This is an optimization exercise on Yosys and OpenROAD, whose aim is small area and a short achievable clock period, not a production implementation.
No run shown here included a check of the RTL's function; only the layout flow was run.
Power is estimated from default activity; no workload was simulated.

### flow/run.sh
#!/bin/bash
# synth_recipe.tcl (not shown) runs the flow's synth.tcl, then flattens the netlist and writes it again
# the make line also repeats each setting of config.mk as NAME=value (left out here)
make -C /OpenROAD-flow-scripts/flow DESIGN_CONFIG=/design/flow/config.mk WORK_HOME=/design/flow/orfs CLKGATE_MAP_FILE= SYNTH_SCRIPT=/design/flow/synth_recipe.tcl finish
### flow/config.mk
export PLATFORM = sky130hd
export DESIGN_NAME = vc_dds_top
export DESIGN_NICKNAME = vc_dds_top
export VERILOG_FILES = /design/flow/design.v
export SDC_FILE = /design/flow/constraint.sdc
export NUM_CORES = 4
export LEC_CHECK = 0
export CAP_MARGIN = 20
export CORE_MARGIN = 2
export CORE_UTILIZATION = 40
export CTS_BUF_LIST = sky130_fd_sc_hd__clkbuf_4 sky130_fd_sc_hd__clkbuf_8
export SETUP_SLACK_MARGIN = 2.9
export SLEW_MARGIN = 20
### flow/constraint.sdc
create_clock -name core_clock -period 5.5 [get_ports {clk_user_bufg}]
set_input_delay 1.1000 -clock core_clock [delete_from_list [all_inputs] [get_ports {clk_user_bufg}]]
set_output_delay 1.1000 -clock core_clock [all_outputs]
set_load 0.01 [all_outputs]
### flow/design.v
`timescale 1ns/1ns
package vc_dds_pkg;
  typedef enum logic [1:0] {
    WAVE_DC       = 2'd0,              
    WAVE_TRIANGLE = 2'd1,
    WAVE_SAWTOOTH = 2'd2
  } wave_mode_e;
  typedef struct packed {
    wave_mode_e                mode;
    logic [32-1:0]    freq_word;   
    logic [10-1:0]      pcw;         
    logic [16-1:0]   amp;
    logic [16-1:0]   dc_offset;
    logic [10-1:0]      fsc;
  } vc_cfg_t;
  typedef struct packed {
    logic                      valid;
    logic [32-1:0]    phase;
    wave_mode_e                mode;
    logic [16-1:0]   amp;
    logic [16-1:0]   dc_offset;
  } phase_beat_t;
  typedef struct packed {
    logic                      valid;
    logic [16-1:0]   shape;       
    logic [16-1:0]   amp;
    logic [16-1:0]   dc_offset;
  } shape_beat_t;
  typedef struct packed {
    logic                      valid;
    logic [16-1:0]   scaled;
    logic [16-1:0]   dc_offset;
  } scaled_beat_t;
endpackage
`timescale 1ns/1ns
module vc_dds_cfg_reg
(
  input  logic                       clk_user_bufg,
  input  logic                       rst_glb,
  input  logic                       cfg_wr,
  input  vc_dds_pkg::vc_cfg_t        cfg,
  output logic                       tri_en,
  output logic                       saw_en,
  output logic [32-1:0]     freq_word,
  output logic [16-1:0]    amp,
  output logic [16-1:0]    dc_offset,
  output logic [10-1:0]       dac_fsc
);
  always_ff @(posedge clk_user_bufg)
  begin
    if (cfg_wr)
    begin
      tri_en    <= cfg.mode == vc_dds_pkg::WAVE_TRIANGLE;
      saw_en    <= cfg.mode == vc_dds_pkg::WAVE_SAWTOOTH;
      freq_word <= cfg.freq_word;
      amp       <= cfg.amp;
      dc_offset <= cfg.dc_offset;
    end
  end
  always_ff @(posedge clk_user_bufg or posedge rst_glb)
  begin
    if (rst_glb)
      dac_fsc <= {10{1'b1}};
    else if (cfg_wr)
      dac_fsc <= (cfg.fsc == '0) ? {10{1'b1}} : cfg.fsc;
  end
endmodule
`timescale 1ns/1ns
module vc_phase_accum
(
  input  logic                       clk_user_bufg,
  input  logic                       rst_glb,
  input  logic                       cfg_wr,
  input  logic [10-1:0]       pcw,
  input  logic [32-1:0]     freq_word,
  output logic [32-1:0]     phase
);
  always_ff @(posedge clk_user_bufg or posedge rst_glb)
  begin
    if (rst_glb)
      phase <= '0;
    else if (cfg_wr)
      phase <= {pcw, {22{1'b0}}};
    else
      phase <= phase + freq_word;
  end
endmodule
`timescale 1ns/1ns
module vc_wave_shaper
(
  input  logic                       tri_en,
  input  logic                       saw_en,
  input  logic [32-1:0]     phase,
  output logic [16-1:0]    shape
);
  logic [16-1:0] tri_ramp;
  logic [16-1:0] saw_ramp;
  assign tri_ramp = phase[32-2 -: 16] ^ {16{phase[32-1]}};
  assign saw_ramp = phase[32-1 -: 16];
  assign shape = ({16{tri_en}} & tri_ramp) | ({16{saw_en}} & saw_ramp);
endmodule
`timescale 1ns/1ns
module vc_amp_offset
(
  input  logic                       clk_user_bufg,
  input  logic [16-1:0]    shape,
  input  logic [16-1:0]    amp,
  input  logic [16-1:0]    dc_offset,
  output logic [16-1:0]    sample
);
  logic [16-1:0] pp [16];
  logic [16-1:0] result;
  always_comb
    for (int i = 0; i < 16; i++)
      for (int j = 0; j < 16; j++)
        pp[i][j] = shape[i] & amp[j];
  wire c1 = pp[0][1] & pp[1][0];
  wire s2 = pp[0][2] ^ pp[1][1] ^ pp[2][0];
  wire k3 = (pp[0][2] & pp[1][1]) | (pp[0][2] & pp[2][0]) | (pp[1][1] & pp[2][0]);
  wire s4 = pp[0][3] ^ pp[1][2] ^ pp[2][1];
  wire k5 = (pp[0][3] & pp[1][2]) | (pp[0][3] & pp[2][1]) | (pp[1][2] & pp[2][1]);
  wire s6 = pp[0][4] ^ pp[1][3] ^ pp[2][2];
  wire k7 = (pp[0][4] & pp[1][3]) | (pp[0][4] & pp[2][2]) | (pp[1][3] & pp[2][2]);
  wire s8 = pp[3][1] ^ pp[4][0] ^ k5;
  wire k9 = (pp[3][1] & pp[4][0]) | (pp[3][1] & k5) | (pp[4][0] & k5);
  wire s10 = pp[0][5] ^ pp[1][4] ^ pp[2][3];
  wire k11 = (pp[0][5] & pp[1][4]) | (pp[0][5] & pp[2][3]) | (pp[1][4] & pp[2][3]);
  wire s12 = pp[3][2] ^ pp[4][1] ^ pp[5][0];
  wire k13 = (pp[3][2] & pp[4][1]) | (pp[3][2] & pp[5][0]) | (pp[4][1] & pp[5][0]);
  wire s14 = pp[0][6] ^ pp[1][5] ^ pp[2][4];
  wire k15 = (pp[0][6] & pp[1][5]) | (pp[0][6] & pp[2][4]) | (pp[1][5] & pp[2][4]);
  wire s16 = pp[3][3] ^ pp[4][2] ^ pp[5][1];
  wire k17 = (pp[3][3] & pp[4][2]) | (pp[3][3] & pp[5][1]) | (pp[4][2] & pp[5][1]);
  wire s18 = pp[6][0] ^ k11 ^ k13;
  wire k19 = (pp[6][0] & k11) | (pp[6][0] & k13) | (k11 & k13);
  wire s20 = pp[0][7] ^ pp[1][6] ^ pp[2][5];
  wire k21 = (pp[0][7] & pp[1][6]) | (pp[0][7] & pp[2][5]) | (pp[1][6] & pp[2][5]);
  wire s22 = pp[3][4] ^ pp[4][3] ^ pp[5][2];
  wire k23 = (pp[3][4] & pp[4][3]) | (pp[3][4] & pp[5][2]) | (pp[4][3] & pp[5][2]);
  wire s24 = pp[6][1] ^ pp[7][0] ^ k15;
  wire k25 = (pp[6][1] & pp[7][0]) | (pp[6][1] & k15) | (pp[7][0] & k15);
  wire s26 = pp[0][8] ^ pp[1][7] ^ pp[2][6];
  wire k27 = (pp[0][8] & pp[1][7]) | (pp[0][8] & pp[2][6]) | (pp[1][7] & pp[2][6]);
  wire s28 = pp[3][5] ^ pp[4][4] ^ pp[5][3];
  wire k29 = (pp[3][5] & pp[4][4]) | (pp[3][5] & pp[5][3]) | (pp[4][4] & pp[5][3]);
  wire s30 = pp[6][2] ^ pp[7][1] ^ pp[8][0];
  wire k31 = (pp[6][2] & pp[7][1]) | (pp[6][2] & pp[8][0]) | (pp[7][1] & pp[8][0]);
  wire s32 = k21 ^ k23 ^ k25;
  wire k33 = (k21 & k23) | (k21 & k25) | (k23 & k25);
  wire s34 = pp[0][9] ^ pp[1][8] ^ pp[2][7];
  wire k35 = (pp[0][9] & pp[1][8]) | (pp[0][9] & pp[2][7]) | (pp[1][8] & pp[2][7]);
  wire s36 = pp[3][6] ^ pp[4][5] ^ pp[5][4];
  wire k37 = (pp[3][6] & pp[4][5]) | (pp[3][6] & pp[5][4]) | (pp[4][5] & pp[5][4]);
  wire s38 = pp[6][3] ^ pp[7][2] ^ pp[8][1];
  wire k39 = (pp[6][3] & pp[7][2]) | (pp[6][3] & pp[8][1]) | (pp[7][2] & pp[8][1]);
  wire s40 = pp[9][0] ^ k27 ^ k29;
  wire k41 = (pp[9][0] & k27) | (pp[9][0] & k29) | (k27 & k29);
  wire s42 = pp[0][10] ^ pp[10][0] ^ pp[1][9];
  wire k43 = (pp[0][10] & pp[10][0]) | (pp[0][10] & pp[1][9]) | (pp[10][0] & pp[1][9]);
  wire s44 = pp[2][8] ^ pp[3][7] ^ pp[4][6];
  wire k45 = (pp[2][8] & pp[3][7]) | (pp[2][8] & pp[4][6]) | (pp[3][7] & pp[4][6]);
  wire s46 = pp[5][5] ^ pp[6][4] ^ pp[7][3];
  wire k47 = (pp[5][5] & pp[6][4]) | (pp[5][5] & pp[7][3]) | (pp[6][4] & pp[7][3]);
  wire s48 = pp[8][2] ^ pp[9][1] ^ k35;
  wire k49 = (pp[8][2] & pp[9][1]) | (pp[8][2] & k35) | (pp[9][1] & k35);
  wire s50 = k37 ^ k39 ^ k41;
  wire k51 = (k37 & k39) | (k37 & k41) | (k39 & k41);
  wire s52 = pp[0][11] ^ pp[10][1] ^ pp[11][0];
  wire k53 = (pp[0][11] & pp[10][1]) | (pp[0][11] & pp[11][0]) | (pp[10][1] & pp[11][0]);
  wire s54 = pp[1][10] ^ pp[2][9] ^ pp[3][8];
  wire k55 = (pp[1][10] & pp[2][9]) | (pp[1][10] & pp[3][8]) | (pp[2][9] & pp[3][8]);
  wire s56 = pp[4][7] ^ pp[5][6] ^ pp[6][5];
  wire k57 = (pp[4][7] & pp[5][6]) | (pp[4][7] & pp[6][5]) | (pp[5][6] & pp[6][5]);
  wire s58 = pp[7][4] ^ pp[8][3] ^ pp[9][2];
  wire k59 = (pp[7][4] & pp[8][3]) | (pp[7][4] & pp[9][2]) | (pp[8][3] & pp[9][2]);
  wire s60 = k43 ^ k45 ^ k47;
  wire k61 = (k43 & k45) | (k43 & k47) | (k45 & k47);
  wire s62 = pp[0][12] ^ pp[10][2] ^ pp[11][1];
  wire k63 = (pp[0][12] & pp[10][2]) | (pp[0][12] & pp[11][1]) | (pp[10][2] & pp[11][1]);
  wire s64 = pp[12][0] ^ pp[1][11] ^ pp[2][10];
  wire k65 = (pp[12][0] & pp[1][11]) | (pp[12][0] & pp[2][10]) | (pp[1][11] & pp[2][10]);
  wire s66 = pp[3][9] ^ pp[4][8] ^ pp[5][7];
  wire k67 = (pp[3][9] & pp[4][8]) | (pp[3][9] & pp[5][7]) | (pp[4][8] & pp[5][7]);
  wire s68 = pp[6][6] ^ pp[7][5] ^ pp[8][4];
  wire k69 = (pp[6][6] & pp[7][5]) | (pp[6][6] & pp[8][4]) | (pp[7][5] & pp[8][4]);
  wire s70 = pp[9][3] ^ k53 ^ k55;
  wire k71 = (pp[9][3] & k53) | (pp[9][3] & k55) | (k53 & k55);
  wire s72 = k57 ^ k59 ^ k61;
  wire k73 = (k57 & k59) | (k57 & k61) | (k59 & k61);
  wire s74 = pp[0][13] ^ pp[10][3] ^ pp[11][2];
  wire k75 = (pp[0][13] & pp[10][3]) | (pp[0][13] & pp[11][2]) | (pp[10][3] & pp[11][2]);
  wire s76 = pp[12][1] ^ pp[13][0] ^ pp[1][12];
  wire k77 = (pp[12][1] & pp[13][0]) | (pp[12][1] & pp[1][12]) | (pp[13][0] & pp[1][12]);
  wire s78 = pp[2][11] ^ pp[3][10] ^ pp[4][9];
  wire k79 = (pp[2][11] & pp[3][10]) | (pp[2][11] & pp[4][9]) | (pp[3][10] & pp[4][9]);
  wire s80 = pp[5][8] ^ pp[6][7] ^ pp[7][6];
  wire k81 = (pp[5][8] & pp[6][7]) | (pp[5][8] & pp[7][6]) | (pp[6][7] & pp[7][6]);
  wire s82 = pp[8][5] ^ pp[9][4] ^ k63;
  wire k83 = (pp[8][5] & pp[9][4]) | (pp[8][5] & k63) | (pp[9][4] & k63);
  wire s84 = k65 ^ k67 ^ k69;
  wire k85 = (k65 & k67) | (k65 & k69) | (k67 & k69);
  wire s86 = pp[0][14] ^ pp[10][4] ^ pp[11][3];
  wire k87 = (pp[0][14] & pp[10][4]) | (pp[0][14] & pp[11][3]) | (pp[10][4] & pp[11][3]);
  wire s88 = pp[12][2] ^ pp[13][1] ^ pp[14][0];
  wire k89 = (pp[12][2] & pp[13][1]) | (pp[12][2] & pp[14][0]) | (pp[13][1] & pp[14][0]);
  wire s90 = pp[1][13] ^ pp[2][12] ^ pp[3][11];
  wire k91 = (pp[1][13] & pp[2][12]) | (pp[1][13] & pp[3][11]) | (pp[2][12] & pp[3][11]);
  wire s92 = pp[4][10] ^ pp[5][9] ^ pp[6][8];
  wire k93 = (pp[4][10] & pp[5][9]) | (pp[4][10] & pp[6][8]) | (pp[5][9] & pp[6][8]);
  wire s94 = pp[7][7] ^ pp[8][6] ^ pp[9][5];
  wire k95 = (pp[7][7] & pp[8][6]) | (pp[7][7] & pp[9][5]) | (pp[8][6] & pp[9][5]);
  wire s96 = k75 ^ k77 ^ k79;
  wire k97 = (k75 & k77) | (k75 & k79) | (k77 & k79);
  wire s98 = k81 ^ k83 ^ k85;
  wire k99 = (k81 & k83) | (k81 & k85) | (k83 & k85);
  wire s100 = pp[0][15] ^ pp[10][5] ^ pp[11][4];
  wire k101 = (pp[0][15] & pp[10][5]) | (pp[0][15] & pp[11][4]) | (pp[10][5] & pp[11][4]);
  wire s102 = pp[12][3] ^ pp[13][2] ^ pp[14][1];
  wire k103 = (pp[12][3] & pp[13][2]) | (pp[12][3] & pp[14][1]) | (pp[13][2] & pp[14][1]);
  wire s104 = pp[15][0] ^ pp[1][14] ^ pp[2][13];
  wire k105 = (pp[15][0] & pp[1][14]) | (pp[15][0] & pp[2][13]) | (pp[1][14] & pp[2][13]);
  wire s106 = pp[3][12] ^ pp[4][11] ^ pp[5][10];
  wire k107 = (pp[3][12] & pp[4][11]) | (pp[3][12] & pp[5][10]) | (pp[4][11] & pp[5][10]);
  wire s108 = pp[6][9] ^ pp[7][8] ^ pp[8][7];
  wire k109 = (pp[6][9] & pp[7][8]) | (pp[6][9] & pp[8][7]) | (pp[7][8] & pp[8][7]);
  wire s110 = pp[9][6] ^ k87 ^ k89;
  wire k111 = (pp[9][6] & k87) | (pp[9][6] & k89) | (k87 & k89);
  wire s112 = k91 ^ k93 ^ k95;
  wire k113 = (k91 & k93) | (k91 & k95) | (k93 & k95);
  wire s114 = dc_offset[0] ^ pp[10][6] ^ pp[11][5];
  wire k115 = (dc_offset[0] & pp[10][6]) | (dc_offset[0] & pp[11][5]) | (pp[10][6] & pp[11][5]);
  wire s116 = pp[12][4] ^ pp[13][3] ^ pp[14][2];
  wire k117 = (pp[12][4] & pp[13][3]) | (pp[12][4] & pp[14][2]) | (pp[13][3] & pp[14][2]);
  wire s118 = pp[15][1] ^ pp[1][15] ^ pp[2][14];
  wire k119 = (pp[15][1] & pp[1][15]) | (pp[15][1] & pp[2][14]) | (pp[1][15] & pp[2][14]);
  wire s120 = pp[3][13] ^ pp[4][12] ^ pp[5][11];
  wire k121 = (pp[3][13] & pp[4][12]) | (pp[3][13] & pp[5][11]) | (pp[4][12] & pp[5][11]);
  wire s122 = pp[6][10] ^ pp[7][9] ^ pp[8][8];
  wire k123 = (pp[6][10] & pp[7][9]) | (pp[6][10] & pp[8][8]) | (pp[7][9] & pp[8][8]);
  wire s124 = pp[9][7] ^ k101 ^ k103;
  wire k125 = (pp[9][7] & k101) | (pp[9][7] & k103) | (k101 & k103);
  wire s126 = k105 ^ k107 ^ k109;
  wire k127 = (k105 & k107) | (k105 & k109) | (k107 & k109);
  wire s128 = dc_offset[1] ^ pp[10][7] ^ pp[11][6];
  wire k129 = (dc_offset[1] & pp[10][7]) | (dc_offset[1] & pp[11][6]) | (pp[10][7] & pp[11][6]);
  wire s130 = pp[12][5] ^ pp[13][4] ^ pp[14][3];
  wire k131 = (pp[12][5] & pp[13][4]) | (pp[12][5] & pp[14][3]) | (pp[13][4] & pp[14][3]);
  wire s132 = pp[15][2] ^ pp[2][15] ^ pp[3][14];
  wire k133 = (pp[15][2] & pp[2][15]) | (pp[15][2] & pp[3][14]) | (pp[2][15] & pp[3][14]);
  wire s134 = pp[4][13] ^ pp[5][12] ^ pp[6][11];
  wire k135 = (pp[4][13] & pp[5][12]) | (pp[4][13] & pp[6][11]) | (pp[5][12] & pp[6][11]);
  wire s136 = pp[7][10] ^ pp[8][9] ^ pp[9][8];
  wire k137 = (pp[7][10] & pp[8][9]) | (pp[7][10] & pp[9][8]) | (pp[8][9] & pp[9][8]);
  wire s138 = k115 ^ k117 ^ k119;
  wire k139 = (k115 & k117) | (k115 & k119) | (k117 & k119);
  wire s140 = k121 ^ k123 ^ k125;
  wire k141 = (k121 & k123) | (k121 & k125) | (k123 & k125);
  wire s142 = dc_offset[2] ^ pp[10][8] ^ pp[11][7];
  wire k143 = (dc_offset[2] & pp[10][8]) | (dc_offset[2] & pp[11][7]) | (pp[10][8] & pp[11][7]);
  wire s144 = pp[12][6] ^ pp[13][5] ^ pp[14][4];
  wire k145 = (pp[12][6] & pp[13][5]) | (pp[12][6] & pp[14][4]) | (pp[13][5] & pp[14][4]);
  wire s146 = pp[15][3] ^ pp[3][15] ^ pp[4][14];
  wire k147 = (pp[15][3] & pp[3][15]) | (pp[15][3] & pp[4][14]) | (pp[3][15] & pp[4][14]);
  wire s148 = pp[5][13] ^ pp[6][12] ^ pp[7][11];
  wire k149 = (pp[5][13] & pp[6][12]) | (pp[5][13] & pp[7][11]) | (pp[6][12] & pp[7][11]);
  wire s150 = pp[8][10] ^ pp[9][9] ^ k129;
  wire k151 = (pp[8][10] & pp[9][9]) | (pp[8][10] & k129) | (pp[9][9] & k129);
  wire s152 = k131 ^ k133 ^ k135;
  wire k153 = (k131 & k133) | (k131 & k135) | (k133 & k135);
  wire s154 = dc_offset[3] ^ pp[10][9] ^ pp[11][8];
  wire k155 = (dc_offset[3] & pp[10][9]) | (dc_offset[3] & pp[11][8]) | (pp[10][9] & pp[11][8]);
  wire s156 = pp[12][7] ^ pp[13][6] ^ pp[14][5];
  wire k157 = (pp[12][7] & pp[13][6]) | (pp[12][7] & pp[14][5]) | (pp[13][6] & pp[14][5]);
  wire s158 = pp[15][4] ^ pp[4][15] ^ pp[5][14];
  wire k159 = (pp[15][4] & pp[4][15]) | (pp[15][4] & pp[5][14]) | (pp[4][15] & pp[5][14]);
  wire s160 = pp[6][13] ^ pp[7][12] ^ pp[8][11];
  wire k161 = (pp[6][13] & pp[7][12]) | (pp[6][13] & pp[8][11]) | (pp[7][12] & pp[8][11]);
  wire s162 = pp[9][10] ^ k143 ^ k145;
  wire k163 = (pp[9][10] & k143) | (pp[9][10] & k145) | (k143 & k145);
  wire s164 = k147 ^ k149 ^ k151;
  wire k165 = (k147 & k149) | (k147 & k151) | (k149 & k151);
  wire s166 = dc_offset[4] ^ pp[10][10] ^ pp[11][9];
  wire k167 = (dc_offset[4] & pp[10][10]) | (dc_offset[4] & pp[11][9]) | (pp[10][10] & pp[11][9]);
  wire s168 = pp[12][8] ^ pp[13][7] ^ pp[14][6];
  wire k169 = (pp[12][8] & pp[13][7]) | (pp[12][8] & pp[14][6]) | (pp[13][7] & pp[14][6]);
  wire s170 = pp[15][5] ^ pp[5][15] ^ pp[6][14];
  wire k171 = (pp[15][5] & pp[5][15]) | (pp[15][5] & pp[6][14]) | (pp[5][15] & pp[6][14]);
  wire s172 = pp[7][13] ^ pp[8][12] ^ pp[9][11];
  wire k173 = (pp[7][13] & pp[8][12]) | (pp[7][13] & pp[9][11]) | (pp[8][12] & pp[9][11]);
  wire s174 = k155 ^ k157 ^ k159;
  wire k175 = (k155 & k157) | (k155 & k159) | (k157 & k159);
  wire s176 = dc_offset[5] ^ pp[10][11] ^ pp[11][10];
  wire k177 = (dc_offset[5] & pp[10][11]) | (dc_offset[5] & pp[11][10]) | (pp[10][11] & pp[11][10]);
  wire s178 = pp[12][9] ^ pp[13][8] ^ pp[14][7];
  wire k179 = (pp[12][9] & pp[13][8]) | (pp[12][9] & pp[14][7]) | (pp[13][8] & pp[14][7]);
  wire s180 = pp[15][6] ^ pp[6][15] ^ pp[7][14];
  wire k181 = (pp[15][6] & pp[6][15]) | (pp[15][6] & pp[7][14]) | (pp[6][15] & pp[7][14]);
  wire s182 = pp[8][13] ^ pp[9][12] ^ k167;
  wire k183 = (pp[8][13] & pp[9][12]) | (pp[8][13] & k167) | (pp[9][12] & k167);
  wire s184 = k169 ^ k171 ^ k173;
  wire k185 = (k169 & k171) | (k169 & k173) | (k171 & k173);
  wire s186 = dc_offset[6] ^ pp[10][12] ^ pp[11][11];
  wire k187 = (dc_offset[6] & pp[10][12]) | (dc_offset[6] & pp[11][11]) | (pp[10][12] & pp[11][11]);
  wire s188 = pp[12][10] ^ pp[13][9] ^ pp[14][8];
  wire k189 = (pp[12][10] & pp[13][9]) | (pp[12][10] & pp[14][8]) | (pp[13][9] & pp[14][8]);
  wire s190 = pp[15][7] ^ pp[7][15] ^ pp[8][14];
  wire k191 = (pp[15][7] & pp[7][15]) | (pp[15][7] & pp[8][14]) | (pp[7][15] & pp[8][14]);
  wire s192 = pp[9][13] ^ k177 ^ k179;
  wire k193 = (pp[9][13] & k177) | (pp[9][13] & k179) | (k177 & k179);
  wire s194 = k181 ^ k183 ^ k185;
  wire k195 = (k181 & k183) | (k181 & k185) | (k183 & k185);
  wire s196 = dc_offset[7] ^ pp[10][13] ^ pp[11][12];
  wire k197 = (dc_offset[7] & pp[10][13]) | (dc_offset[7] & pp[11][12]) | (pp[10][13] & pp[11][12]);
  wire s198 = pp[12][11] ^ pp[13][10] ^ pp[14][9];
  wire k199 = (pp[12][11] & pp[13][10]) | (pp[12][11] & pp[14][9]) | (pp[13][10] & pp[14][9]);
  wire s200 = pp[15][8] ^ pp[8][15] ^ pp[9][14];
  wire k201 = (pp[15][8] & pp[8][15]) | (pp[15][8] & pp[9][14]) | (pp[8][15] & pp[9][14]);
  wire s202 = k187 ^ k189 ^ k191;
  wire k203 = (k187 & k189) | (k187 & k191) | (k189 & k191);
  wire s204 = dc_offset[8] ^ pp[10][14] ^ pp[11][13];
  wire k205 = (dc_offset[8] & pp[10][14]) | (dc_offset[8] & pp[11][13]) | (pp[10][14] & pp[11][13]);
  wire s206 = pp[12][12] ^ pp[13][11] ^ pp[14][10];
  wire k207 = (pp[12][12] & pp[13][11]) | (pp[12][12] & pp[14][10]) | (pp[13][11] & pp[14][10]);
  wire s208 = pp[15][9] ^ pp[9][15] ^ k197;
  wire k209 = (pp[15][9] & pp[9][15]) | (pp[15][9] & k197) | (pp[9][15] & k197);
  wire s210 = k199 ^ k201 ^ k203;
  wire k211 = (k199 & k201) | (k199 & k203) | (k201 & k203);
  wire s212 = dc_offset[9] ^ pp[10][15] ^ pp[11][14];
  wire k213 = (dc_offset[9] & pp[10][15]) | (dc_offset[9] & pp[11][14]) | (pp[10][15] & pp[11][14]);
  wire s214 = pp[12][13] ^ pp[13][12] ^ pp[14][11];
  wire k215 = (pp[12][13] & pp[13][12]) | (pp[12][13] & pp[14][11]) | (pp[13][12] & pp[14][11]);
  wire s216 = pp[15][10] ^ k205 ^ k207;
  wire k217 = (pp[15][10] & k205) | (pp[15][10] & k207) | (k205 & k207);
  wire s218 = dc_offset[10] ^ pp[11][15] ^ pp[12][14];
  wire k219 = (dc_offset[10] & pp[11][15]) | (dc_offset[10] & pp[12][14]) | (pp[11][15] & pp[12][14]);
  wire s220 = pp[13][13] ^ pp[14][12] ^ pp[15][11];
  wire k221 = (pp[13][13] & pp[14][12]) | (pp[13][13] & pp[15][11]) | (pp[14][12] & pp[15][11]);
  wire s222 = k213 ^ k215 ^ k217;
  wire k223 = (k213 & k215) | (k213 & k217) | (k215 & k217);
  wire s224 = dc_offset[11] ^ pp[12][15] ^ pp[13][14];
  wire k225 = (dc_offset[11] & pp[12][15]) | (dc_offset[11] & pp[13][14]) | (pp[12][15] & pp[13][14]);
  wire s226 = pp[14][13] ^ pp[15][12] ^ k219;
  wire k227 = (pp[14][13] & pp[15][12]) | (pp[14][13] & k219) | (pp[15][12] & k219);
  wire s228 = dc_offset[12] ^ pp[13][15] ^ pp[14][14];
  wire k229 = (dc_offset[12] & pp[13][15]) | (dc_offset[12] & pp[14][14]) | (pp[13][15] & pp[14][14]);
  wire s230 = pp[15][13] ^ k225 ^ k227;
  wire k231 = (pp[15][13] & k225) | (pp[15][13] & k227) | (k225 & k227);
  wire s232 = dc_offset[13] ^ pp[14][15] ^ pp[15][14];
  wire k233 = (dc_offset[13] & pp[14][15]) | (dc_offset[13] & pp[15][14]) | (pp[14][15] & pp[15][14]);
  wire s234 = dc_offset[14] ^ pp[15][15] ^ k233;
  wire k235 = (dc_offset[14] & pp[15][15]) | (dc_offset[14] & k233) | (pp[15][15] & k233);
  wire c236 = c1 & s2;
  wire s237 = pp[3][0] ^ k3 ^ s4;
  wire k238 = (pp[3][0] & k3) | (pp[3][0] & s4) | (k3 & s4);
  wire s239 = s6 ^ k238 ^ s8;
  wire k240 = (s6 & k238) | (s6 & s8) | (k238 & s8);
  wire s241 = k7 ^ s10 ^ s12;
  wire k242 = (k7 & s10) | (k7 & s12) | (s10 & s12);
  wire s243 = s14 ^ s16 ^ k242;
  wire k244 = (s14 & s16) | (s14 & k242) | (s16 & k242);
  wire s245 = k17 ^ s20 ^ s22;
  wire k246 = (k17 & s20) | (k17 & s22) | (s20 & s22);
  wire s247 = s26 ^ s28 ^ s30;
  wire k248 = (s26 & s28) | (s26 & s30) | (s28 & s30);
  wire s249 = k31 ^ s34 ^ s36;
  wire k250 = (k31 & s34) | (k31 & s36) | (s34 & s36);
  wire s251 = s38 ^ k248 ^ s40;
  wire k252 = (s38 & k248) | (s38 & s40) | (k248 & s40);
  wire s253 = s42 ^ s44 ^ s46;
  wire k254 = (s42 & s44) | (s42 & s46) | (s44 & s46);
  wire s255 = s52 ^ s54 ^ s56;
  wire k256 = (s52 & s54) | (s52 & s56) | (s54 & s56);
  wire s257 = s58 ^ k254 ^ k49;
  wire k258 = (s58 & k254) | (s58 & k49) | (k254 & k49);
  wire s259 = s62 ^ s64 ^ s66;
  wire k260 = (s62 & s64) | (s62 & s66) | (s64 & s66);
  wire s261 = s68 ^ k256 ^ s70;
  wire k262 = (s68 & k256) | (s68 & s70) | (k256 & s70);
  wire s263 = s74 ^ s76 ^ s78;
  wire k264 = (s74 & s76) | (s74 & s78) | (s76 & s78);
  wire s265 = s80 ^ k260 ^ k71;
  wire k266 = (s80 & k260) | (s80 & k71) | (k260 & k71);
  wire s267 = s86 ^ s88 ^ s90;
  wire k268 = (s86 & s88) | (s86 & s90) | (s88 & s90);
  wire s269 = s92 ^ s94 ^ k264;
  wire k270 = (s92 & s94) | (s92 & k264) | (s94 & k264);
  wire s271 = s100 ^ s102 ^ s104;
  wire k272 = (s100 & s102) | (s100 & s104) | (s102 & s104);
  wire s273 = s106 ^ s108 ^ k268;
  wire k274 = (s106 & s108) | (s106 & k268) | (s108 & k268);
  wire s275 = k97 ^ s110 ^ s112;
  wire k276 = (k97 & s110) | (k97 & s112) | (s110 & s112);
  wire s277 = s114 ^ s116 ^ s118;
  wire k278 = (s114 & s116) | (s114 & s118) | (s116 & s118);
  wire s279 = s120 ^ s122 ^ k111;
  wire k280 = (s120 & s122) | (s120 & k111) | (s122 & k111);
  wire s281 = k113 ^ k272 ^ s124;
  wire k282 = (k113 & k272) | (k113 & s124) | (k272 & s124);
  wire s283 = s128 ^ s130 ^ s132;
  wire k284 = (s128 & s130) | (s128 & s132) | (s130 & s132);
  wire s285 = s134 ^ s136 ^ k127;
  wire k286 = (s134 & s136) | (s134 & k127) | (s136 & k127);
  wire s287 = k137 ^ s142 ^ s144;
  wire k288 = (k137 & s142) | (k137 & s144) | (s142 & s144);
  wire s289 = s146 ^ s148 ^ k139;
  wire k290 = (s146 & s148) | (s146 & k139) | (s148 & k139);
  wire s291 = k284 ^ s150 ^ s152;
  wire k292 = (k284 & s150) | (k284 & s152) | (s150 & s152);
  wire s293 = s154 ^ s156 ^ s158;
  wire k294 = (s154 & s156) | (s154 & s158) | (s156 & s158);
  wire s295 = s160 ^ k153 ^ k288;
  wire k296 = (s160 & k153) | (s160 & k288) | (k153 & k288);
  wire s297 = k161 ^ s166 ^ s168;
  wire k298 = (k161 & s166) | (k161 & s168) | (s166 & s168);
  wire s299 = s170 ^ s172 ^ k163;
  wire k300 = (s170 & s172) | (s170 & k163) | (s172 & k163);
  wire s301 = s176 ^ s178 ^ s180;
  wire k302 = (s176 & s178) | (s176 & s180) | (s178 & s180);
  wire s303 = k175 ^ k298 ^ s182;
  wire k304 = (k175 & k298) | (k175 & s182) | (k298 & s182);
  wire s305 = s186 ^ s188 ^ s190;
  wire k306 = (s186 & s188) | (s186 & s190) | (s188 & s190);
  wire s307 = s196 ^ s198 ^ s200;
  wire k308 = (s196 & s198) | (s196 & s200) | (s198 & s200);
  wire s309 = k193 ^ k306 ^ s202;
  wire k310 = (k193 & k306) | (k193 & s202) | (k306 & s202);
  wire s311 = s204 ^ s206 ^ k308;
  wire k312 = (s204 & s206) | (s204 & k308) | (s206 & k308);
  wire s313 = s212 ^ s214 ^ k209;
  wire k314 = (s212 & s214) | (s212 & k209) | (s214 & k209);
  wire s315 = k221 ^ s224 ^ s226;
  wire k316 = (k221 & s224) | (k221 & s226) | (s224 & s226);
  wire c317 = c236 & s237;
  wire s318 = k19 ^ s24 ^ s245;
  wire k319 = (k19 & s24) | (k19 & s245) | (s24 & s245);
  wire s320 = k250 ^ s253 ^ s48;
  wire k321 = (k250 & s253) | (k250 & s48) | (s253 & s48);
  wire s322 = s263 ^ s82 ^ s84;
  wire k323 = (s263 & s82) | (s263 & s84) | (s82 & s84);
  wire s324 = k278 ^ s138 ^ s283;
  wire k325 = (k278 & s138) | (k278 & s283) | (s138 & s283);
  wire s326 = k294 ^ s174 ^ s297;
  wire k327 = (k294 & s174) | (k294 & s297) | (s174 & s297);
  wire s328 = k302 ^ s192 ^ s305;
  wire k329 = (k302 & s192) | (k302 & s305) | (s192 & s305);
  logic r0_330;
  logic r0_331;
  logic r0_332;
  logic r0_333;
  logic r0_334;
  logic r0_335;
  logic r0_336;
  logic r0_337;
  logic r0_338;
  logic r0_339;
  logic r0_340;
  logic r0_341;
  logic r0_342;
  logic r0_343;
  logic r0_344;
  logic r0_345;
  logic r0_346;
  logic r0_347;
  logic r0_348;
  logic r0_349;
  logic r0_350;
  logic r0_351;
  logic r0_352;
  logic r0_353;
  logic r0_354;
  logic r0_355;
  logic r0_356;
  logic r0_357;
  logic r0_358;
  logic r0_359;
  logic r0_360;
  logic r0_361;
  logic r0_362;
  logic r0_363;
  logic r0_364;
  logic r0_365;
  logic r0_366;
  logic r0_367;
  logic r0_368;
  logic r0_369;
  logic r0_370;
  logic r0_371;
  logic r0_372;
  logic r0_373;
  logic r0_374;
  logic r0_375;
  logic r0_376;
  logic r0_377;
  logic r0_378;
  logic r0_379;
  logic r0_380;
  logic r0_381;
  logic r0_382;
  logic r0_383;
  logic r0_384;
  logic r0_385;
  logic r0_386;
  logic r0_387;
  logic r0_388;
  logic r0_389;
  logic r0_390;
  logic r0_391;
  logic r0_392;
  logic r0_393;
  logic r0_394;
  logic r0_395;
  logic r0_396;
  logic r0_397;
  logic r0_398;
  logic r0_399;
  logic r0_400;
  logic r0_401;
  logic r0_402;
  logic r0_403;
  logic r0_404;
  logic r0_405;
  logic r0_406;
  logic r0_407;
  logic r0_408;
  logic r0_409;
  logic r0_410;
  logic r0_411;
  logic r0_412;
  logic r0_413;
  logic r0_414;
  logic r0_415;
  logic r0_416;
  logic r0_417;
  logic r0_418;
  logic r0_419;
  logic r0_420;
  logic r0_421;
  logic r0_422;
  logic r0_423;
  logic r0_424;
  logic r0_425;
  logic r0_426;
  logic r0_427;
  logic r0_428;
  logic r0_429;
  logic r0_430;
  logic r0_431;
  logic r0_432;
  logic r0_433;
  logic r0_434;
  always_ff @(posedge clk_user_bufg)
  begin
    r0_330 <= c317;
    r0_331 <= s239;
    r0_332 <= k9;
    r0_333 <= s241;
    r0_334 <= k240;
    r0_335 <= s18;
    r0_336 <= s243;
    r0_337 <= k244;
    r0_338 <= s318;
    r0_339 <= k246;
    r0_340 <= s247;
    r0_341 <= k319;
    r0_342 <= s32;
    r0_343 <= s249;
    r0_344 <= k33;
    r0_345 <= s251;
    r0_346 <= k252;
    r0_347 <= s320;
    r0_348 <= s50;
    r0_349 <= s255;
    r0_350 <= s60;
    r0_351 <= k321;
    r0_352 <= k51;
    r0_353 <= s257;
    r0_354 <= s259;
    r0_355 <= k258;
    r0_356 <= s261;
    r0_357 <= s72;
    r0_358 <= k262;
    r0_359 <= k73;
    r0_360 <= s265;
    r0_361 <= s322;
    r0_362 <= s267;
    r0_363 <= s96;
    r0_364 <= k266;
    r0_365 <= k323;
    r0_366 <= s269;
    r0_367 <= s98;
    r0_368 <= s271;
    r0_369 <= k270;
    r0_370 <= k99;
    r0_371 <= s273;
    r0_372 <= s275;
    r0_373 <= s126;
    r0_374 <= s277;
    r0_375 <= k274;
    r0_376 <= k276;
    r0_377 <= s279;
    r0_378 <= s281;
    r0_379 <= k280;
    r0_380 <= k282;
    r0_381 <= s140;
    r0_382 <= s285;
    r0_383 <= s324;
    r0_384 <= s287;
    r0_385 <= k141;
    r0_386 <= k286;
    r0_387 <= k325;
    r0_388 <= s289;
    r0_389 <= s291;
    r0_390 <= s162;
    r0_391 <= s293;
    r0_392 <= k290;
    r0_393 <= k292;
    r0_394 <= s164;
    r0_395 <= s295;
    r0_396 <= k165;
    r0_397 <= k296;
    r0_398 <= s299;
    r0_399 <= s326;
    r0_400 <= s184;
    r0_401 <= s301;
    r0_402 <= k300;
    r0_403 <= k327;
    r0_404 <= s303;
    r0_405 <= k304;
    r0_406 <= s194;
    r0_407 <= s328;
    r0_408 <= s307;
    r0_409 <= k195;
    r0_410 <= k329;
    r0_411 <= s309;
    r0_412 <= s208;
    r0_413 <= k310;
    r0_414 <= s210;
    r0_415 <= s311;
    r0_416 <= s216;
    r0_417 <= k211;
    r0_418 <= k312;
    r0_419 <= s313;
    r0_420 <= s218;
    r0_421 <= s220;
    r0_422 <= k314;
    r0_423 <= s222;
    r0_424 <= k223;
    r0_425 <= s315;
    r0_426 <= s228;
    r0_427 <= k316;
    r0_428 <= s230;
    r0_429 <= k229;
    r0_430 <= s232;
    r0_431 <= k231;
    r0_432 <= s234;
    r0_433 <= dc_offset[15];
    r0_434 <= k235;
  end
  wire c435 = r0_330 & r0_331;
  wire s436 = r0_332 ^ r0_333 ^ r0_334;
  wire k437 = (r0_332 & r0_333) | (r0_332 & r0_334) | (r0_333 & r0_334);
  wire s438 = r0_335 ^ r0_336 ^ k437;
  wire k439 = (r0_335 & r0_336) | (r0_335 & k437) | (r0_336 & k437);
  wire s440 = r0_337 ^ r0_338 ^ k439;
  wire k441 = (r0_337 & r0_338) | (r0_337 & k439) | (r0_338 & k439);
  wire s442 = r0_339 ^ r0_340 ^ r0_341;
  wire k443 = (r0_339 & r0_340) | (r0_339 & r0_341) | (r0_340 & r0_341);
  wire s444 = r0_343 ^ r0_344 ^ r0_345;
  wire k445 = (r0_343 & r0_344) | (r0_343 & r0_345) | (r0_344 & r0_345);
  wire s446 = r0_346 ^ r0_347 ^ r0_348;
  wire k447 = (r0_346 & r0_347) | (r0_346 & r0_348) | (r0_347 & r0_348);
  wire s448 = r0_349 ^ r0_350 ^ r0_351;
  wire k449 = (r0_349 & r0_350) | (r0_349 & r0_351) | (r0_350 & r0_351);
  wire s450 = r0_352 ^ r0_353 ^ k447;
  wire k451 = (r0_352 & r0_353) | (r0_352 & k447) | (r0_353 & k447);
  wire s452 = r0_354 ^ r0_355 ^ r0_356;
  wire k453 = (r0_354 & r0_355) | (r0_354 & r0_356) | (r0_355 & r0_356);
  wire s454 = r0_357 ^ k449 ^ k451;
  wire k455 = (r0_357 & k449) | (r0_357 & k451) | (k449 & k451);
  wire s456 = r0_358 ^ r0_359 ^ r0_360;
  wire k457 = (r0_358 & r0_359) | (r0_358 & r0_360) | (r0_359 & r0_360);
  wire s458 = r0_361 ^ k453 ^ k455;
  wire k459 = (r0_361 & k453) | (r0_361 & k455) | (k453 & k455);
  wire s460 = r0_362 ^ r0_363 ^ r0_364;
  wire k461 = (r0_362 & r0_363) | (r0_362 & r0_364) | (r0_363 & r0_364);
  wire s462 = r0_365 ^ r0_366 ^ r0_367;
  wire k463 = (r0_365 & r0_366) | (r0_365 & r0_367) | (r0_366 & r0_367);
  wire s464 = r0_368 ^ r0_369 ^ r0_370;
  wire k465 = (r0_368 & r0_369) | (r0_368 & r0_370) | (r0_369 & r0_370);
  wire s466 = r0_371 ^ r0_372 ^ k461;
  wire k467 = (r0_371 & r0_372) | (r0_371 & k461) | (r0_372 & k461);
  wire s468 = r0_373 ^ r0_374 ^ r0_375;
  wire k469 = (r0_373 & r0_374) | (r0_373 & r0_375) | (r0_374 & r0_375);
  wire s470 = r0_376 ^ r0_377 ^ r0_378;
  wire k471 = (r0_376 & r0_377) | (r0_376 & r0_378) | (r0_377 & r0_378);
  wire s472 = r0_379 ^ r0_380 ^ r0_381;
  wire k473 = (r0_379 & r0_380) | (r0_379 & r0_381) | (r0_380 & r0_381);
  wire s474 = r0_382 ^ r0_383 ^ k469;
  wire k475 = (r0_382 & r0_383) | (r0_382 & k469) | (r0_383 & k469);
  wire s476 = r0_384 ^ r0_385 ^ r0_386;
  wire k477 = (r0_384 & r0_385) | (r0_384 & r0_386) | (r0_385 & r0_386);
  wire s478 = r0_387 ^ r0_388 ^ r0_389;
  wire k479 = (r0_387 & r0_388) | (r0_387 & r0_389) | (r0_388 & r0_389);
  wire s480 = r0_390 ^ r0_391 ^ r0_392;
  wire k481 = (r0_390 & r0_391) | (r0_390 & r0_392) | (r0_391 & r0_392);
  wire s482 = r0_393 ^ r0_394 ^ r0_395;
  wire k483 = (r0_393 & r0_394) | (r0_393 & r0_395) | (r0_394 & r0_395);
  wire s484 = r0_396 ^ r0_397 ^ r0_398;
  wire k485 = (r0_396 & r0_397) | (r0_396 & r0_398) | (r0_397 & r0_398);
  wire s486 = r0_399 ^ k481 ^ k483;
  wire k487 = (r0_399 & k481) | (r0_399 & k483) | (k481 & k483);
  wire s488 = r0_400 ^ r0_401 ^ r0_402;
  wire k489 = (r0_400 & r0_401) | (r0_400 & r0_402) | (r0_401 & r0_402);
  wire s490 = r0_403 ^ r0_404 ^ k485;
  wire k491 = (r0_403 & r0_404) | (r0_403 & k485) | (r0_404 & k485);
  wire s492 = r0_405 ^ r0_406 ^ r0_407;
  wire k493 = (r0_405 & r0_406) | (r0_405 & r0_407) | (r0_406 & r0_407);
  wire s494 = r0_408 ^ r0_409 ^ r0_410;
  wire k495 = (r0_408 & r0_409) | (r0_408 & r0_410) | (r0_409 & r0_410);
  wire s496 = r0_412 ^ r0_413 ^ r0_414;
  wire k497 = (r0_412 & r0_413) | (r0_412 & r0_414) | (r0_413 & r0_414);
  wire s498 = r0_416 ^ r0_417 ^ r0_418;
  wire k499 = (r0_416 & r0_417) | (r0_416 & r0_418) | (r0_417 & r0_418);
  wire s500 = r0_420 ^ r0_421 ^ r0_422;
  wire k501 = (r0_420 & r0_421) | (r0_420 & r0_422) | (r0_421 & r0_422);
  wire s502 = r0_424 ^ r0_425 ^ k501;
  wire k503 = (r0_424 & r0_425) | (r0_424 & k501) | (r0_425 & k501);
  wire s504 = r0_426 ^ r0_427 ^ r0_428;
  wire k505 = (r0_426 & r0_427) | (r0_426 & r0_428) | (r0_427 & r0_428);
  wire s506 = r0_429 ^ r0_430 ^ r0_431;
  wire k507 = (r0_429 & r0_430) | (r0_429 & r0_431) | (r0_430 & r0_431);
  wire c508 = c435 & s436;
  wire c509 = c508 & s438;
  wire c510 = c509 & s440;
  wire s511 = r0_342 ^ s442 ^ k441;
  wire k512 = (r0_342 & s442) | (r0_342 & k441) | (s442 & k441);
  wire s513 = k457 ^ s460 ^ s462;
  wire k514 = (k457 & s460) | (k457 & s462) | (s460 & s462);
  wire s515 = k463 ^ s464 ^ k514;
  wire k516 = (k463 & s464) | (k463 & k514) | (s464 & k514);
  wire s517 = k465 ^ s468 ^ s470;
  wire k518 = (k465 & s468) | (k465 & s470) | (s468 & s470);
  wire s519 = k471 ^ s472 ^ k518;
  wire k520 = (k471 & s472) | (k471 & k518) | (s472 & k518);
  wire s521 = k473 ^ s476 ^ s478;
  wire k522 = (k473 & s476) | (k473 & s478) | (s476 & s478);
  wire s523 = k477 ^ k479 ^ s480;
  wire k524 = (k477 & k479) | (k477 & s480) | (k479 & s480);
  wire s525 = s484 ^ k524 ^ s486;
  wire k526 = (s484 & k524) | (s484 & s486) | (k524 & s486);
  wire s527 = s488 ^ k487 ^ s490;
  wire k528 = (s488 & k487) | (s488 & s490) | (k487 & s490);
  wire s529 = k489 ^ s492 ^ k491;
  wire k530 = (k489 & s492) | (k489 & k491) | (s492 & k491);
  wire s531 = r0_411 ^ k493 ^ s494;
  wire k532 = (r0_411 & k493) | (r0_411 & s494) | (k493 & s494);
  wire s533 = r0_415 ^ k495 ^ s496;
  wire k534 = (r0_415 & k495) | (r0_415 & s496) | (k495 & s496);
  wire s535 = r0_419 ^ k497 ^ s498;
  wire k536 = (r0_419 & k497) | (r0_419 & s498) | (k497 & s498);
  wire s537 = r0_423 ^ k499 ^ s500;
  wire k538 = (r0_423 & k499) | (r0_423 & s500) | (k499 & s500);
  wire c539 = c510 & s511;
  wire s540 = k467 ^ s517 ^ k516;
  wire k541 = (k467 & s517) | (k467 & k516) | (s517 & k516);
  wire s542 = k475 ^ s521 ^ k520;
  wire k543 = (k475 & s521) | (k475 & k520) | (s521 & k520);
  wire s544 = s482 ^ k522 ^ s523;
  wire k545 = (s482 & k522) | (s482 & s523) | (k522 & s523);
  logic r1_546;
  logic r1_547;
  logic r1_548;
  logic r1_549;
  logic r1_550;
  logic r1_551;
  logic r1_552;
  logic r1_553;
  logic r1_554;
  logic r1_555;
  logic r1_556;
  logic r1_557;
  logic r1_558;
  logic r1_559;
  logic r1_560;
  logic r1_561;
  logic r1_562;
  logic r1_563;
  logic r1_564;
  logic r1_565;
  logic r1_566;
  logic r1_567;
  logic r1_568;
  logic r1_569;
  logic r1_570;
  logic r1_571;
  logic r1_572;
  logic r1_573;
  logic r1_574;
  logic r1_575;
  logic r1_576;
  logic r1_577;
  logic r1_578;
  logic r1_579;
  logic r1_580;
  logic r1_581;
  logic r1_582;
  logic r1_583;
  logic r1_584;
  logic r1_585;
  logic r1_586;
  logic r1_587;
  logic r1_588;
  logic r1_589;
  logic r1_590;
  logic r1_591;
  logic r1_592;
  always_ff @(posedge clk_user_bufg)
  begin
    r1_546 <= k443;
    r1_547 <= s444;
    r1_548 <= k512;
    r1_549 <= c539;
    r1_550 <= k445;
    r1_551 <= s446;
    r1_552 <= s448;
    r1_553 <= s450;
    r1_554 <= s452;
    r1_555 <= s454;
    r1_556 <= s456;
    r1_557 <= s458;
    r1_558 <= s513;
    r1_559 <= k459;
    r1_560 <= s466;
    r1_561 <= s515;
    r1_562 <= s540;
    r1_563 <= s474;
    r1_564 <= s519;
    r1_565 <= k541;
    r1_566 <= s542;
    r1_567 <= s544;
    r1_568 <= k543;
    r1_569 <= k545;
    r1_570 <= s525;
    r1_571 <= k526;
    r1_572 <= s527;
    r1_573 <= k528;
    r1_574 <= s529;
    r1_575 <= s531;
    r1_576 <= k530;
    r1_577 <= k532;
    r1_578 <= s533;
    r1_579 <= k534;
    r1_580 <= s535;
    r1_581 <= k536;
    r1_582 <= s537;
    r1_583 <= k538;
    r1_584 <= s502;
    r1_585 <= s504;
    r1_586 <= k503;
    r1_587 <= k505;
    r1_588 <= s506;
    r1_589 <= r0_432;
    r1_590 <= k507;
    r1_591 <= r0_433;
    r1_592 <= r0_434;
  end
  wire [24:0] tot = {1'b0, 1'b0, r1_591, r1_589, r1_587, r1_585, r1_583, r1_581, r1_579, r1_577, r1_575, r1_573, r1_571, r1_569, r1_567, r1_566, r1_563, r1_562, r1_560, r1_558, r1_556, r1_554, r1_552, r1_550, r1_546} + {1'b0, 1'b0, r1_592, r1_590, r1_588, r1_586, r1_584, r1_582, r1_580, r1_578, r1_576, r1_574, r1_572, r1_570, r1_568, 1'b0, r1_564, 1'b0, r1_561, r1_559, r1_557, r1_555, r1_553, r1_551, r1_547} + {1'b0, 1'b0, 1'b0, 1'b0, 1'b0, 1'b0, 1'b0, 1'b0, 1'b0, 1'b0, 1'b0, 1'b0, 1'b0, 1'b0, 1'b0, 1'b0, r1_565, 1'b0, 1'b0, 1'b0, 1'b0, 1'b0, 1'b0, 1'b0, r1_548} + {1'b0, 1'b0, 1'b0, 1'b0, 1'b0, 1'b0, 1'b0, 1'b0, 1'b0, 1'b0, 1'b0, 1'b0, 1'b0, 1'b0, 1'b0, 1'b0, 1'b0, 1'b0, 1'b0, 1'b0, 1'b0, 1'b0, 1'b0, 1'b0, r1_549};
  wire [16:0] hisum = tot[23:7];
  assign result = hisum[16] ? 16'hFFFF : hisum[15:0];
  logic [16-1:0] dly_q [2];
  always_ff @(posedge clk_user_bufg)
  begin
    dly_q[0] <= result;
    dly_q[1] <= dly_q[0];
  end
  assign sample = dly_q[1];
endmodule
`timescale 1ns/1ns
module vc_dds_top
(
  input  logic                    clk_user_bufg,
  input  logic                    rst_glb,
  input  logic                    cfg_wr,           
  input  logic [85:0]             cfg,              
  output logic [16-1:0] sample,           
  output logic                    sample_valid,
  output logic [10-1:0]    dac_fsc           
);
  vc_dds_pkg::vc_cfg_t             cfg_s;
  logic                            tri_en;
  logic                            saw_en;
  logic [32-1:0]          freq_word;
  logic [16-1:0]         amp;
  logic [16-1:0]         dc_offset;
  logic [32-1:0]          phase;
  logic [16-1:0]         shape;
  logic                            written_q;       
  logic [3:0]                      valid_q;
  assign cfg_s = cfg;
  vc_dds_cfg_reg u_cfg_reg (
    .clk_user_bufg (clk_user_bufg),
    .rst_glb       (rst_glb),
    .cfg_wr        (cfg_wr),
    .cfg           (cfg_s),
    .tri_en        (tri_en),
    .saw_en        (saw_en),
    .freq_word     (freq_word),
    .amp           (amp),
    .dc_offset     (dc_offset),
    .dac_fsc       (dac_fsc)
  );
  vc_phase_accum u_phase_accum (
    .clk_user_bufg (clk_user_bufg),
    .rst_glb       (rst_glb),
    .cfg_wr        (cfg_wr),
    .pcw           (cfg_s.pcw),
    .freq_word     (freq_word),
    .phase         (phase)
  );
  vc_wave_shaper u_wave_shaper (
    .tri_en        (tri_en),
    .saw_en        (saw_en),
    .phase         (phase),
    .shape         (shape)
  );
  vc_amp_offset u_amp_offset (
    .clk_user_bufg (clk_user_bufg),
    .shape         (shape),
    .amp           (amp),
    .dc_offset     (dc_offset),
    .sample        (sample)
  );
  always_ff @(posedge clk_user_bufg or posedge rst_glb)
  begin
    if (rst_glb)
    begin
      written_q <= 1'b0;
      valid_q   <= '0;
    end
    else
    begin
      written_q <= written_q | cfg_wr;
      valid_q   <= {valid_q[2:0], written_q};
    end
  end
  assign sample_valid = valid_q[3];
endmodule
==> results of run 1 <==
==> cell type report <==
| cell class | count | area, um^2 | share of cell area [%] |
|---|---|---|---|
| tap | 532 | 666 | 3.05 |
| sequential | 297 | 6870 | 31.5 |
| clock inverter | 19 | 143 | 0.654 |
| inverter | 191 | 718 | 3.29 |
| multi-input combinational | 888 | 10200 | 46.8 |
| clock buffer | 77 | 972 | 4.46 |
| antenna | 1 | 2.50 | 0.0115 |
| timing repair buffer | 230 | 2240 | 10.3 |
==> repair_timing <==
action	4_1_cts	5_1_grt
pin swaps	113	72
endpoints found under the setup margin	147	123
gates resized for setup	265	98
cloned	11	0
setup buffers	87	25
==> sequential cells by signal (all words and copies together) (netlist names), 4 cells and up <==
register	count
u_amp_offset.dly_q	32
u_cfg_reg.freq_word	32
u_phase_accum.phase	32
u_cfg_reg.amp	16
u_cfg_reg.dc_offset	16
u_cfg_reg.dac_fsc	10
valid_q	4
==> routing by layer <==
metal | up-vias | track usage [%]
li1 | 5011 | -
met1 | 5506 | 24.1
met2 | 361 | 30.4
met3 | 99 | 5.28
met4 | 6 | 7.64
met5 | - | 0
==> stage by stage <==
step	util [%]	hold slack (ps)	power, mW	worst slack [ps]
6_report	53.4	324	14.5	2450
5_1_grt	53.4	327	15.9	2370
4_1_cts	52.2	325	14.1	2420
3_5_place_dp	45.3	312	10.5	1900
2_1_floorplan	-	310	8.60	2590
3_3_place_gp	45.3	310	10.3	1970
==> worst max-delay path, cell delays in order (launching register included) <==
cell and delay [ps]:
dfrtp_4 550, buf_12 180, xor2_4 150, a22o_4 290, and2_4 170, fa_2 520
inv_2 40, fa_2 560, inv_2 40, fa_2 500
==> where the power goes <==
group          switching [mW]  total, mW  leakage (nW)  internal (mW)
sequential              0.482       3.66          2.73           3.18
clock                   0.911       2.10         0.599           1.19
combinational            4.49       8.76          6.25           4.27
total                    5.88       14.5          9.58           8.64
==> kinds of logic after synthesis <==
group,after synthesis
AO/OA/AOI/OAI,164
XOR/XNOR,53
adder cells (fa/ha/maj),289
buffers and inverters,235
flip-flops,297
multiplexers,1
AND/OR/NAND/NOR,371
==> worst max path at each step <==
stage          slack (ps)                               from                                  end  cells past startpoint
2_1_floorplan        2590  u_phase_accum.phase[31]$_DFF_PP0_          u_amp_offset.r0_383$_DFF_P_                     11
3_3_place_gp         1970  u_phase_accum.phase[31]$_DFF_PP0_          u_amp_offset.r0_361$_DFF_P_                      6
3_5_place_dp         1900  u_phase_accum.phase[31]$_DFF_PP0_          u_amp_offset.r0_407$_DFF_P_                      7
4_1_cts              2420        u_amp_offset.r1_546$_DFF_P_  u_amp_offset.dly_q[0][0]$_SDFF_PP1_                     11
5_1_grt              2370        u_amp_offset.r1_546$_DFF_P_  u_amp_offset.dly_q[0][0]$_SDFF_PP1_                     11
6_report             2450  u_phase_accum.phase[31]$_DFF_PP0_          u_amp_offset.r0_383$_DFF_P_                      9
==> cells in the final DEF, fill, tap and decap left out, drive strengths merged, types with 23 or more instances in the layout <==
cell | netlist | final
ha | 70 | 70
a21oi | 43 | 43
a22o | 16 | 26
dfrtp | 37 | 37
nor2 | 30 | 30
and2 | 148 | 148
clkbuf | 41 | 77
edfxtp | 66 | 66
fa | 219 | 219
buf | 3 | 116
xor2 | 30 | 30
dfxtp | 184 | 184
inv | 191 | 191
nand2 | 151 | 151
clkdlybuf4s50 | 0 | 87
o21ai | 25 | 25
dlygate4sd2 | 0 | 25
xnor2 | 23 | 23
==> impl_metrics.csv, run 1 <==
group,metric,value,unit
timing,tightest_slew,986,ps
synthesis,syn_area,16500,um^2
synthesis,synth_top_family_by_area,"adder cells",
placed_design,post_dp_cell_area,18500,um^2
synthesis,ys_ff_latch,297,
timing,finalHoldViolCount,0,
synthesis,synthCells,1410,
placed_design,dp_cells,2015,
flow_run,max-cap-violations,0,
synthesis,async_flop_share,15.8,%
timing,max_freq,328,MHz
synthesis,synthXorXnorAreaFrac,2.81,%
global_routing,grt_max_degree,79,
cts,cts_buffer_depth,3,
synthesis,synthTopCellsByArea,"fa_1, dfxtp_1, edfxtp_1",
cts,worst_skew_pair.late_latency,630,ps
routing,drc,0,
synthesis,yosysTopAreaCell,"fa_1",
floorplanning,die_w,207,um
worst_setup_path,crit_path_end_kind,"flip-flop",
routing,top_layer_used,"met5",
routing,dr.pass1.iters,5,
floorplanning,fp.dieH,207,um
routing,via_per_inst,4.91,
cts,hold_buffers,0,
routing,drt_first_iter_violations,467,
layout,area_delta_synth_final,32.0,%
synthesis,yosys-mux-area-fraction,0.0682,%
worst_setup_path,r2r-start,"u_phase_accum.phase[31]$_DFF_PP0_",
synthesis,synth_cell_types,64,
layout,drive_gt1_share,33.3,%
synthesis,ys_seq_area_share,41.5,%
timing,fin_skew,15.8,ps
layout,final_area,21800,um^2
layout,n_fill_cell,3436,
synthesis,synth_warnings,6,
hold_path,holdPathStages,0,
hold_path,hold_path_class,"reg -> reg",
pwr,powerDensity,666,nW/um^2
synthesis,yosys.area_share.simple,11.3,%
global_routing,grt_pass1_wl,63.8,mm
cts,cts_tree,"yes",
synthesis,ys.flop_type,"dfxtp_1",
worst_setup_path,path_max_fanout,6,
worst_setup_path,rrSetupSlack,2450,ps
timing,tns,0,ps
global_routing,antenna_found_initial,4,
cts,numCtsBuffers,52,
routing,drt_wl_total,39.5,mm
routing,drt-met1-wl,16.8,mm
floorplanning,std_cell_rows,74,
placed_design,gp_congestion,0.796,
floorplanning,die-area,43000,um^2
worst_setup_path,cp.required,6080,ps
synthesis,synth_edf_count,66,
pwr,p_leak,9.58,nW
outcome,run_status,"no timing/DRC/antenna violations",
floorplanning,start_util,40.5,%
cts,root_buffer,"clkbuf_8",
layout,nNetsFinal,2038,
global_routing,grt_pass1_vias,12172,
synthesis,yosysTopAreaCellShare,26.5,%
floorplanning,pin_count,116,
layout,finalNonFillerCells,2235,
placed_design,post-dp-hpwl,24.9,mm
floorplanning,core_area,40800,um^2
global_routing,grt_usage,18.9,%
synthesis,synth_compound_area_share,7.08,%
timing,maxSlewHeadroom,34.3,%
hold_path,hold_start,"u_amp_offset.dly_q[0][6]$_SDFF_PP1_",
worst_setup_path,crit_type,"reg -> reg",
timing,rsz0062_at_grt,"yes",
global_routing,gr-total-overflow,0,
routing,wl_met3,2.86,mm
worst_setup_path,ff2ff_path_depth,9,
pwr,peakVddDrop,0.239,mV
placed_design,io_buffers,115,
worst_setup_path,worstSetupStartpointType,"flip-flop",
timing,final.period_utilization,55.4,%
routing,wl_per_cell,17.7,um
hold_path,hold_end,"u_amp_offset.dly_q[1][6]$_DFF_P_",
synthesis,synth_adder_area_share,31.8,%
cts,h-tree-depth,2,
timing,layout_min_cycle_time,3050,ps
routing,drt.antenna.violating_nets,0,
worst_setup_path,cp_data_arrival_time,3630,ps
synthesis,synth_most_common_cell,"fa_1",
synthesis,synthTopCellsByCount,"fa_1, inv_1, dfxtp_1",
routing,vias,10983,
timing,drv_slew,0,
cts,tritoncts_num_sinks,297,
synthesis,synth_nets,1788,
worst_setup_path,rr_endpoint,"u_amp_offset.r0_383$_DFF_P_",
routing,wl_met2,18.4,mm
synthesis,syn_avg_cell_area,11.7,um^2
cts,clk_pin_slew,70,ps
timing,setup_viol,0,
==> run 2: changes to the inputs <==
==> flow/flow/run.sh (new file) <==
#!/bin/bash
# Standard ORFS layout, except that the port buffers are the smallest plain
# buffer instead of the default delay-buffer cell. Each tool's output is kept
# by ORFS under orfs/logs/; make's own output goes to flow_make.log.
set -euo pipefail
export BUFFER_PORTS_ARGS="-buffer_cell sky130_fd_sc_hd__buf_1"
bash standard.sh finish > flow_make.log 2>&1
==> flow/standard.sh (new file) <==
#!/bin/bash
# synth_recipe.tcl (not shown) runs the flow's synth.tcl, then flattens the netlist and writes it again
# the make line also repeats each setting of config.mk as NAME=value (left out here)
make -C /OpenROAD-flow-scripts/flow DESIGN_CONFIG=/design/flow/config.mk WORK_HOME=/design/flow/orfs CLKGATE_MAP_FILE= SYNTH_SCRIPT=/design/flow/synth_recipe.tcl "${@:-finish}"
--- a/flow/config.mk
+++ b/flow/config.mk
@@ -8,6 +8,5 @@
 export CAP_MARGIN = 20
 export CORE_MARGIN = 2
 export CORE_UTILIZATION = 40
-export CTS_BUF_LIST = sky130_fd_sc_hd__clkbuf_4 sky130_fd_sc_hd__clkbuf_8
 export SETUP_SLACK_MARGIN = 2.9
 export SLEW_MARGIN = 20
removed: flow/run.sh
==> run 2 against run 1 <==
  * Wire length down 0.98%
  * Critical path type unchanged
  * Clock power up 11%
  * Sequential cell count unchanged
  * Non-clock buffer count up 12
  * Largest power group unchanged
  * Still clean
==> impl_metrics.csv, run 2 <==
group,metric,value,unit
routing,via_per_inst,4.88,
layout,area_delta_synth_final,28.9,%
layout,final_util,52.1,%
cts,root_buffer,"clkbuf_16",
routing,drc,0,
hold_path,hold_end,"u_amp_offset.r1_591$_DFF_P_",
floorplanning,std_cell_rows,74,
worst_setup_path,rr_endpoint,"u_amp_offset.r0_383$_DFF_P_",
pwr,p_leak,9.26,nW
routing,dr.pass1.iters,5,
synthesis,synth_nets,1788,
worst_setup_path,path_cells,"buf_12, xor2_4, a22o_4, and2_4, fa_1, inv_2, fa_2, inv_2, fa_2",
global_routing,antenna_found_initial,0,
worst_setup_path,cp.required,5980,ps
cts,clk_pin_slew,60,ps
synthesis,ys_seq_area_share,41.5,%
timing,max_freq,328,MHz
worst_setup_path,rrSetupSlack,2450,ps
timing,maxSlewHeadroom,37.0,%
timing,setup_viol,0,
timing,rsz0062_at_grt,"yes",
pwr,peakVddDrop,0.260,mV
worst_setup_path,crit_path_end_kind,"flip-flop",
worst_setup_path,r2r-start,"u_phase_accum.phase[31]$_DFF_PP0_",
routing,drt_first_iter_violations,574,
synthesis,synth_compound_area_share,7.08,%
pwr,clkPwrFrac,15.6,%
worst_setup_path,slowest_stage,"fa_1",
pwr,power,14.9,mW
worst_setup_path,cp_data_arrival_time,3530,ps
timing,fin_skew,15.9,ps
cts,worst_skew_pair.late_latency,540,ps
pwr,powerDensity,701,nW/um^2
synthesis,syn_area,16500,um^2
synthesis,synth_adder_area_share,31.8,%
floorplanning,start_util,40.5,%
cts,hold_buffers,0,
synthesis,yosysTopAreaCell,"fa_1",
floorplanning,die-area,43000,um^2
synthesis,yosysTopAreaCellShare,26.5,%
synthesis,synthCells,1410,
synthesis,synth_most_common_cell,"fa_1",
global_routing,grt_pass1_vias,11767,
timing,tightest_slew,934,ps
outcome,run_status,"no timing/DRC/antenna violations",
timing,finalHoldViolCount,0,
synthesis,synthTopCellsByArea,"fa_1, dfxtp_1, edfxtp_1",
cts,h-tree-depth,2,
synthesis,yosys.area_share.simple,11.3,%
global_routing,grt_pass1_wl,62.4,mm
hold_path,hold_path_class,"reg -> reg",
placed_design,io_buffers,115,
worst_setup_path,ff2ff_path_depth,9,
timing,final.period_utilization,55.5,%
routing,drt_wl_total,39.2,mm
worst_setup_path,worst_path_largest_cell_delay,560,ps
synthesis,syn_avg_cell_area,11.7,um^2
pwr,intPower,8.95,mW
floorplanning,pin_count,116,
global_routing,grt_max_degree,75,
synthesis,synthXorXnorAreaFrac,2.81,%
cts,cts_buffer_depth,3,
synthesis,yosys-mux-area-fraction,0.0682,%
synthesis,synth_cell_types,64,
timing,layout_min_cycle_time,3050,ps
synthesis,synth_warnings,6,
synthesis,ys_ff_latch,297,
floorplanning,core_area,40800,um^2
hold_path,hold_start,"u_amp_offset.r0_433$_DFF_P_",
pwr,power_frac_comb,60.0,%
synthesis,async_flop_share,15.8,%
layout,nNetsFinal,2030,
layout,final_common_cell,"dfxtp_1",
placed_design,gp_congestion,0.810,
routing,drt.antenna.violating_nets,0,
global_routing,gr-total-overflow,0,
layout,drive_gt1_share,32.8,%
pwr,power_switching,5.98,mW
cts,tritoncts_num_sinks,297,
routing,vias,10794,
synthesis,synth_top_family_by_area,"adder cells",
worst_setup_path,crit_type,"reg -> reg",
cts,cts_tree,"yes",
placed_design,post-dp-hpwl,24.6,mm
timing,tns,0,ps
layout,reg.largest.list,"u_amp_offset.dly_q: 32 flops, u_cfg_reg.freq_word: 32 flops, u_phase_accum.phase: 32 flops",
pwr,switching_share,40.1,%
worst_setup_path,worstSetupStartpointType,"flip-flop",
layout,mostFrequentLayoutCells,"dfxtp_1, inv_1, fa_2",
global_routing,grt_usage,18.4,%
synthesis,synthTopCellsByCount,"fa_1, inv_1, dfxtp_1",
hold_path,holdPathStages,0,
worst_setup_path,path_max_fanout,7,
synthesis,synth_edf_count,66,
cts,numCtsBuffers,35,
floorplanning,fp.dieH,207,um
layout,diodes,0,
routing,wl_per_cell,17.7,um
pwr,pwr-share-seq,24.3,%
floorplanning,die_w,207,um
synthesis,ys.flop_type,"dfxtp_1",
timing,drv_slew,0,
flow_run,max-cap-violations,0,
-- run 2: cell counts after synthesis --
No cell type changed its count.
-- run 2: final cells by class --
| type | count | area [um^2] |
|---|---|---|
| multi-input cells | 885 | 10200 |
| well taps | 532 | 666 |
| clock buffers | 50 | 1010 |
| inverters | 191 | 718 |
| fillers | 3407 | 19500 |
| clock inverters | 13 | 163 |
| flip-flops and latches | 297 | 6860 |
| repair buffers | 242 | 1710 |
-- run 2: logic make-up after synthesis --
group / Yosys count
multiplexers: 1
buffers and inverters: 235
AND/OR/NAND/NOR: 371
AO/OA/AOI/OAI: 164
flip-flops: 297
XOR/XNOR: 53
adder cells (fa/ha/maj): 289
-- run 2: repair_timing --
action | CTS | global route
setup buffers | 102 | 22
cloned | 7 | 0
gates resized for setup | 238 | 113
pin swaps | 120 | 102
endpoints found under the setup margin | 125 | 111
-- run 2: worst max-delay path by stage --
stage / start / to / slack [ps]
floorplan: u_phase_accum.phase[31]$_DFF_PP0_ / u_amp_offset.r0_383$_DFF_P_ / 2590
global placement: u_phase_accum.phase[31]$_DFF_PP0_ / u_amp_offset.r0_361$_DFF_P_ / 1940
detailed placement: u_phase_accum.phase[31]$_DFF_PP0_ / u_amp_offset.r0_361$_DFF_P_ / 1870
CTS: u_amp_offset.r1_549$_DFF_P_ / u_amp_offset.dly_q[0][0]$_SDFF_PP1_ / 2390
global route: u_amp_offset.r1_549$_DFF_P_ / u_amp_offset.dly_q[0][0]$_SDFF_PP1_ / 2410
finish: u_phase_accum.phase[31]$_DFF_PP0_ / u_amp_offset.r0_383$_DFF_P_ / 2450
-- run 2: critical path: cells and delay by family, from the launching register on --
family	cells	cell delay [ps]
flops	1	510
xor+xnor	1	170
buf+inv	3	270
fa+ha+maj	3	1590
compound gates	1	280
simple gates	1	170
-- run 2: power by group through the flow --
| stage | combinational, mW | sequential, mW | clock (mW) |
|---|---|---|---|
| CTS | 8.35 | 3.63 | 2.40 |
| global placement | 6.60 | 3.62 | 0 |
| detailed placement | 6.82 | 3.64 | 0 |
| floorplan | 5.11 | 3.49 | 0 |
| global route | 10.0 | 3.71 | 2.50 |
| finish | 8.96 | 3.63 | 2.34 |
-- run 2: routing by layer --
layer / GRT usage (%) / up-vias / wire, um
met4: 7.61 / 0 / 1250
li1: - / 4968 / -
met1: 23.6 / 5400 / 16400
met3: 4.42 / 87 / 2730
met5: 0 / - / 0
met2: 30.1 / 339 / 18700
-- run 2: per-stage QoR --
| stage | instance area (um^2) | setup WS, ps | hold slack, ps | cells |
|---|---|---|---|---|
| finish | 21300 | 2450 | 322 | 2210 |
| global route | 21300 | 2410 | 329 | 2210 |
| CTS | 20800 | 2390 | 325 | 2188 |
| detailed placement | 17800 | 1870 | 312 | 2016 |
| global placement | 17800 | 1940 | 310 | 2016 |
| floorplan | 17000 | 2590 | 310 | 1410 |

## static timing again, ports no longer ideal
Ports are ideal in the flow. The routed layouts listed here were re-timed in OpenROAD. Step 1, drivers: a clkbuf_16 drives clk_user_bufg and a buf_2 each remaining input, both assumed. Step 2 times the ports against the registers' clock, not the clock port: input delays grow and output delays shrink by t, the midpoint of the rising clock arrivals with the driver on. a / b / c = ideal ports / drivers / drivers and shift; a / b = the first two.
| run | t (ns) | setup WS [ns] |
|---|---|---|
| run 1 | 0.675 | 2.450 / 2.450 / 2.450 |
| run 2 | 0.585 | 2.448 / 2.448 / 2.448 |
After both steps setup and hold are still met in every run listed.
